This design comes from an exercise in tuning for small area, a short achievable clock period and few clock cycles per item on the open sky130 flow, not from production work.
Function was checked by simulation only, so behaviour that the tests miss may differ from the original.
No driver is modelled on the clock port, so clocking that relies on it looks cheaper here than on a real chip.

== before ==
Design mem_stage_top, start of the top module:
module mem_stage_top (
    input  logic                     i_clk,
    input  logic                     i_rst_n,
    input  logic                     i_cpu_req,
    input  logic                     i_cpu_we,
    input  logic [1:0]               i_cpu_size,
    input  logic                     i_cpu_unsigned,
    input  logic [32-1:0]   i_cpu_addr,
    input  logic [32-1:0]   i_cpu_wdata,
    output logic                     o_cpu_ack,
    output logic                     o_cpu_err,
    output logic [32-1:0]   o_cpu_rdata,
    input  logic                     i_dma_cyc,
    input  logic                     i_dma_stb,
    input  logic                     i_dma_we,
    input  logic [4-1:0]    i_dma_sel,
    input  logic [32-1:0]   i_dma_addr,
    input  logic [32-1:0]   i_dma_data,
    output logic                     o_dma_ack,
    output logic                     o_dma_err,
    output logic [32-1:0]   o_dma_data,
    input  logic [32-1:0]       i_gpio,
    output logic [32-1:0]       o_gpio
);
Size: about 19,000 cells after synthesis, ~270 I/O pins.
Settings: LEC_CHECK=0, CAP_MARGIN=20, CORE_MARGIN=2, CORE_UTILIZATION=45, PLACE_DENSITY=0.6, SLEW_MARGIN=20, SYNTH_MEMORY_MAX_BITS=16384; clock period 10.0 ns.
run.sh (not shown) runs the stock make flow with config.mk's settings and CLKGATE_MAP_FILE= SYNTH_SCRIPT=/design/flow/synth_recipe.tcl, a recipe that flattens the netlist after the stock synthesis.
As the logs show, before stopped at global routing (5_1_grt) after a tool error, so it never reached the end of the flow.
Testbench counts of before, summed over its fixed seeds: cycles 3,200, items 4,800.
What after does differently from before at the input level:
- SETUP_SLACK_MARGIN now 2.5, previously not set
- PLACE_DENSITY now 0.5, was 0.6
- CORE_UTILIZATION now 35, was 45
Findings:
- Summary: with before as the reference, number of placed instances, taps included in after moved up by more than 10%.
- What ended after was a tool error in global routing (5_1_grt); the run never finished.
- Placed wire-length estimate after detailed placement (higher): after
- Diff before..after | adder-cell area share of the yosys netlist | unchanged
- Initial core utilization: after vs before down 10 points
- Going from before to after, final weighted congestion in routability-driven placement shrank by more than 10%.
- On after: number of buffers created by CTS is 46 higher than what before gave.
- after ended up with a lower post-place setup slack than before did.
- Reported for after and before, portion of the post-synthesis area used by sequential elements turned out identical to the last digit.
- ~same gate count of the mapped netlist in after and before
- Die width ended up about 13% higher on after than on before.
- Buffers inserted during post-CTS setup optimization in after vs before: up 247

* * *

Another version of the RTL of mem_stage_top (not shown whole).
Size: about 16000 cells after synthesis, ~270 I/O pins.
Settings: LEC_CHECK=0, ABC_CLOCK_PERIOD_IN_PS=2000, CAP_MARGIN=20, CORE_AREA=5 5 640 1012, CTS_CLUSTER_DIAMETER=60, CTS_CLUSTER_SIZE=30, DIE_AREA=0 0 645 1017, PLACE_DENSITY=0.7, SETUP_SLACK_MARGIN=3.0, SLEW_MARGIN=20, SYNTH_HIERARCHICAL=1, SYNTH_MEMORY_MAX_BITS=16384; clock period 10.0 ns.
standard.sh (not shown) runs the stock make flow with config.mk's settings and CLKGATE_MAP_FILE= SYNTH_SCRIPT=/design/flow/synth_recipe.tcl, a recipe that flattens the netlist after the stock synthesis.
==> flow/flow/run.sh <==
#!/bin/bash
# Standard synthesis and floorplan; the RAM's flip-flops and first read gates
# placed as a regular array (one row per word, one column per bit); standard
# placement, CTS and routing, with an extra setup repair after placement and
# after CTS. Each step's output goes to its own log here.
set -euo pipefail
export RAM_SLOT=40 RAM_GROWS=4
R=orfs/results/sky130hd/mem_stage_top/base
bash standard.sh synth floorplan > 1_synth_floorplan.log 2>&1
FP_ODB=$R/2_floorplan.odb openroad -no_init -exit flow/place_ram.tcl > 2_place_ram.log 2>&1
bash standard.sh place > 3_place.log 2>&1
bash standard.sh run RUN_SCRIPT=$PWD/flow/opt.tcl RUN_LOG_NAME_STEM=opt_place \
  OPT_STAGE=3_place OPT_MARGIN=3.0 > 4_opt_place.log 2>&1
# CTS as the standard flow runs it, without dummy loads
bash standard.sh cts "CTS_ARGS=-sink_clustering_enable -repair_clock_nets -sink_clustering_size 30 -sink_clustering_max_diameter 60 -dont_use_dummy_load" > 5_cts.log 2>&1
bash standard.sh run RUN_SCRIPT=$PWD/flow/opt.tcl RUN_LOG_NAME_STEM=opt_cts \
  OPT_STAGE=4_cts OPT_MARGIN=3.0 > 6_opt_cts.log 2>&1
bash standard.sh > 7_finish.log 2>&1
Other scripts of this flow, unchanged in this note and not shown: flow/flow/opt.tcl, flow/flow/place_ram.tcl
Testbench counts at the start, summed over its fixed seeds: cycles 3,200, items 4,800.
Next try:
--- a/flow/flow/run.sh
+++ b/flow/flow/run.sh
@@ -12,6 +12,5 @@
 bash standard.sh run RUN_SCRIPT=$PWD/flow/opt.tcl RUN_LOG_NAME_STEM=opt_place \
   OPT_STAGE=3_place OPT_MARGIN=3.0 > 4_opt_place.log 2>&1
-# CTS as the standard flow runs it, without dummy loads
-bash standard.sh cts "CTS_ARGS=-sink_clustering_enable -repair_clock_nets -sink_clustering_size 30 -sink_clustering_max_diameter 60 -dont_use_dummy_load" > 5_cts.log 2>&1
+bash standard.sh cts > 5_cts.log 2>&1
 bash standard.sh run RUN_SCRIPT=$PWD/flow/opt.tcl RUN_LOG_NAME_STEM=opt_cts \
   OPT_STAGE=4_cts OPT_MARGIN=3.0 > 6_opt_cts.log 2>&1
What happened: The new run ran to the end with no violations; core utilization goes up by 0.80 points; final area goes up slightly; setup slack got worse by 0.11 ns; synthesized area is unchanged; clock skew goes down by 0.015 ns; first-iteration DRC count goes down slightly; sequential cell count stays the same.

separate check: timing with driven ports:
Ports are ideal in the flow. The routed layouts listed here were re-timed in OpenROAD.
Step 1, drivers: a clkbuf_16 drives i_clk and a buf_2 each remaining input, both assumed.
Step 2 times the ports against the registers' clock, not the clock port: input delays grow and output delays shrink by t, the midpoint of the rising clock arrivals with the driver on.
Slacks: ideal ports / drivers / drivers and shift; pairs: ideal ports / drivers.
| run | t, ns | slack for setup (ns) | worst register clock-pin slew, ns | cell pins on the clock port's net |
|---|---|---|---|---|
| the first run of note 2 | 1.173 | 2.026 / 1.904 / 1.904 | 0.11 / 0.11 | 1 |
| the second run of note 2 | 1.217 | 1.918 / 1.787 / 1.787 | 0.11 / 0.11 | 1 |
After both steps every run listed still meets setup and hold. The setup slack of the second run of note 2, which loses most, moves by -0.131 ns with the drivers and by -0.131 ns with both steps.
